This is an optimization exercise on Yosys and OpenROAD, whose aim is small area, a short achievable clock period and few clock cycles, not a production implementation.
RTL that was checked went through simulation tests only; none was proved equivalent to the original.
No activity file was given, so power comes from the tool's default toggle rates.

violet:
Design execution, start of the top module:
module execution (
	input  logic                     CLK,
	input  logic                     reset,
	input  logic [154:0]             issue,
	input  logic                     issue_req,
	output logic                     issue_ack,
	output logic [119:0]             result,
	output logic                     result_valid
);
Size in the first run: roughly 4,100 cells after synthesis, roughly 460 flip-flops.
clock: 10.0 ns
lec_check: 0
abc_clock_period_in_ps: 3000
cap_margin: 20
core_margin: 2
core_utilization: 55
setup_slack_margin: 5
slew_margin: 20
synth_hierarchical: 1
synth_minimum_keep_size: 0
standard.sh (not shown) runs the stock make flow with config.mk's settings and CLKGATE_MAP_FILE= SYNTH_SCRIPT=/design/flow/synth_recipe.tcl, a recipe that flattens the netlist after the stock synthesis.
==> flow/flow/run.sh <==
#!/bin/bash
# The standard flow's own layout (standard.sh), with the repair steps aiming for a larger setup margin.
set -euo pipefail
sed -e 's/SETUP_SLACK_MARGIN=[-0-9.]*/SETUP_SLACK_MARGIN=7/' standard.sh > own_standard.sh
bash own_standard.sh > layout.log 2>&1
Testbench counts of violet, summed over its fixed seeds: cycles 11,756.
Input-level comparison between zinc and violet:
==> flow/run.sh (new file) <==
#!/bin/bash
# synth_recipe.tcl (not shown) runs the flow's synth.tcl, then flattens the netlist and writes it again
# the make line also repeats each setting of config.mk as NAME=value (left out here)
make -C /OpenROAD-flow-scripts/flow DESIGN_CONFIG=/design/flow/config.mk WORK_HOME=/design/flow/orfs CLKGATE_MAP_FILE= SYNTH_SCRIPT=/design/flow/synth_recipe.tcl finish
removed: flow/flow/run.sh
removed: flow/standard.sh
==> comparison <==
Compared with violet, in zinc synthesis-to-layout area growth -25 points; length of routed wiring on met1 has decreased.
zinc closes out successfully: all stages finished, all timing, DRC and antenna checks passed.
Diff violet -> zinc: met1 routing resource usage after global routing decreased 3.0 points, global-route usage now smaller, critical path's largest stage delay went up 50 ps, post-route cell area moved down, share of power burned in combinational logic decreased by 6.1 points relative to the old numbers.
For violet, the most common cell after layout, fill and taps aside was sky130_fd_sc_hd__buf_4, unlike zinc, where it was sky130_fd_sc_hd__inv_1.
The worst hold slack was comparable across violet and zinc.
Summary — total via count in the routed design, zinc relative to violet: lower, by 12%.
In zinc the clock share of power turned out 2.7 points higher than in violet.

* * *

== the previous run ==
execution, a different RTL version from the one above (not shown whole).
For scale: ~4300 cells after synthesis, about 500 flip-flops, roughly 280 I/O pins, ~0.040 mm^2 of cells after synthesis.
// execution
module execution (
	input  logic                     CLK,
	input  logic                     reset,
	input  logic [154:0]             issue,
	input  logic                     issue_req,
	output logic                     issue_ack,
	output logic [119:0]             result,
	output logic                     result_valid
);
Settings: LEC_CHECK=0, ABC_CLOCK_PERIOD_IN_PS=3000, CAP_MARGIN=20, CORE_MARGIN=2, CORE_UTILIZATION=70, SETUP_SLACK_MARGIN=5, SLEW_MARGIN=20, SYNTH_HIERARCHICAL=1, SYNTH_MINIMUM_KEEP_SIZE=0; clock period 10.0 ns.
==> flow/flow/run.sh <==
#!/bin/bash
# The standard flow's own layout (standard.sh) with two changes: the repair steps aim for a
# 6 ns setup margin instead of 5, and the port buffers are buf_2 cells.
set -euo pipefail
s=$(cat standard.sh)
s=${s//SETUP_SLACK_MARGIN=5/SETUP_SLACK_MARGIN=6}
s=${s//'"${@:-finish}"'/'"BUFFER_PORTS_ARGS=-buffer_cell sky130_fd_sc_hd__buf_2" "${@:-finish}"'}
printf '%s\n' "$s" > own_standard.sh
bash own_standard.sh > layout.log 2>&1
Testbench counts of the previous run, summed over its fixed seeds: cycles 11,756.
Input-level comparison between the current run and the previous run:
# the previous run
export LEC_CHECK = 0
export ABC_CLOCK_PERIOD_IN_PS = 3000
export CAP_MARGIN = 20
export CORE_MARGIN = 2
export CORE_UTILIZATION = 70
export SETUP_SLACK_MARGIN = 5
export SLEW_MARGIN = 20
export SYNTH_HIERARCHICAL = 1
export SYNTH_MINIMUM_KEEP_SIZE = 0
create_clock -name core_clock -period 10.0 [get_ports {CLK}]
# the current run
export LEC_CHECK = 0
export ABC_CLOCK_PERIOD_IN_PS = 3000
export CAP_MARGIN = 20
export CORE_MARGIN = 2
export CORE_UTILIZATION = 70
export CTS_BUF_LIST = sky130_fd_sc_hd__clkbuf_8
export SETUP_SLACK_MARGIN = 5
export SLEW_MARGIN = 20
export SYNTH_HIERARCHICAL = 1
export SYNTH_MINIMUM_KEEP_SIZE = 0
create_clock -name core_clock -period 10.0 [get_ports {CLK}]
### Flow results
The current run against the previous run: worst hold slack after final layout saw an increase; met2 routed wirelength essentially unchanged; total area of sequential cells comparable.
Wire length of the first global-routing pass deteriorates in the current run relative to the previous run.
The previous run → the current run: non-clock buffer count has remained practically unchanged, count of clock-buffer cells in the layout has increased, register-to-register slack has decreased, sequential cell count has remained practically unchanged, total power per unit cell area has remained practically unchanged.

* * *

Another version of the RTL of execution (not shown whole).
Size in the first run: about 4100 cells after synthesis, roughly 500 flip-flops, ~280 I/O pins, roughly 39000 sq um of cells after synthesis.
## execution
module execution (
	input  logic                     CLK,
	input  logic                     reset,
	input  logic [154:0]             issue,
	input  logic                     issue_req,
	output logic                     issue_ack,
	output logic [119:0]             result,
	output logic                     result_valid
);
export LEC_CHECK = 0
export ABC_CLOCK_PERIOD_IN_PS = 3000
export CAP_MARGIN = 20
export CORE_MARGIN = 2
export CORE_UTILIZATION = 55
export SETUP_SLACK_MARGIN = 5
export SLEW_MARGIN = 20
export SYNTH_HIERARCHICAL = 1
export SYNTH_MINIMUM_KEEP_SIZE = 0
create_clock -name core_clock -period 10.0 [get_ports {CLK}]
==> flow/flow/run.sh <==
#!/bin/bash
# The standard flow's own layout (standard.sh) with two changes: the repair steps aim for a
# 5.5 ns setup margin instead of 5, and the port buffers are buf_2 cells.
set -euo pipefail
s=$(cat standard.sh)
s=${s//SETUP_SLACK_MARGIN=5/SETUP_SLACK_MARGIN=5.5}
s=${s//'"${@:-finish}"'/'"BUFFER_PORTS_ARGS=-buffer_cell sky130_fd_sc_hd__buf_2" "${@:-finish}"'}
printf '%s\n' "$s" > own_standard.sh
bash own_standard.sh > layout.log 2>&1
The starting point completed with no timing, DRC or antenna violations.
==> next run, changes <==
==> flow/flow/run.sh (replaced) <==
#!/bin/bash
# The standard flow's own layout (standard.sh) with two changes: the repair steps aim for a
# 6.5 ns setup margin instead of 5, and the port buffers are buf_2 cells.
set -euo pipefail
s=$(cat standard.sh)
s=${s//SETUP_SLACK_MARGIN=5/SETUP_SLACK_MARGIN=6.5}
s=${s//'"${@:-finish}"'/'"BUFFER_PORTS_ARGS=-buffer_cell sky130_fd_sc_hd__buf_2" "${@:-finish}"'}
printf '%s\n' "$s" > own_standard.sh
bash own_standard.sh > layout.log 2>&1
Outcome: Hold slack is better by 4.5 ps. Setup slack is better by 250 ps. Global-route usage came out higher by 1.1 points. Flip-flop and latch count is unchanged. Clock skew came out lower by 9.6 ps. Fmax came out higher by 6.0%.
==> next run, changes <==
==> flow/flow/run.sh (replaced) <==
#!/bin/bash
# The standard flow's own layout (standard.sh) with two changes: the repair steps aim for a
# 6 ns setup margin instead of 5, and the port buffers are buf_2 cells.
set -euo pipefail
s=$(cat standard.sh)
s=${s//SETUP_SLACK_MARGIN=5/SETUP_SLACK_MARGIN=6}
s=${s//'"${@:-finish}"'/'"BUFFER_PORTS_ARGS=-buffer_cell sky130_fd_sc_hd__buf_2" "${@:-finish}"'}
printf '%s\n' "$s" > own_standard.sh
bash own_standard.sh > layout.log 2>&1
- The changed run produced a clean layout
- register-to-register slack is worse by 60 ps
- maximum frequency falls by 1.5%
- core utilization goes down by 2.3 points
- sequential power stays flat
- routed wire length decreases by 3.0%
- clock skew is lower by 24 ps
- power goes down by 5.2%
- worst hold slack loses 11 ps
- global-route usage drops by 0.84 points
- non-clock buffer count came out lower by 73
- via count decreases by 2.3%
No functional check of the RTL was part of any run of this note.

[static timing again, ports no longer ideal]
No port has a modelled driver above. Below, the same layouts with a new extraction and two added sets of constraints.
Step 1: set_driving_cell puts a clkbuf_16 on CLK and a buf_2 on each other input, an assumption about the parent block.
Step 2 times the ports against the registers' clock, not the clock port: input delays grow and output delays shrink by t, the midpoint of the rising clock arrivals with the driver on.
a / b / c = ideal ports / drivers / drivers and shift; a / b = the first two.
| run | t, ns | slack for setup (ns) | worst setup path after step 2 | slew at the worst register clock pin (ns) |
|---|---|---|---|---|
| violet | 0.682 | 6.116 / 6.116 / 6.116 | register to register | 0.08 / 0.08 |
| zinc | 0.683 | 5.245 / 5.245 / 4.794 | input to register | 0.07 / 0.07 |
| the previous run | 0.693 | 6.096 / 6.096 / 5.451 | input to register | 0.09 / 0.09 |
| the current run | 0.797 | 6.039 / 6.039 / 5.379 | input to register | 0.08 / 0.08 |
| the first run of note 3 | 0.704 | 5.655 / 5.655 / 5.324 | input to register | 0.08 / 0.08 |
| the second run of note 3 | 0.702 | 5.901 / 5.901 / 5.901 | register to register | 0.07 / 0.07 |
| the third run of note 3 | 0.698 | 5.837 / 5.837 / 5.499 | input to register | 0.07 / 0.07 |
After both steps setup and hold are still met in every run listed. For the current run, which loses most, drivers alone change the setup slack by 0.000 ns; drivers and shift together by -0.660 ns.
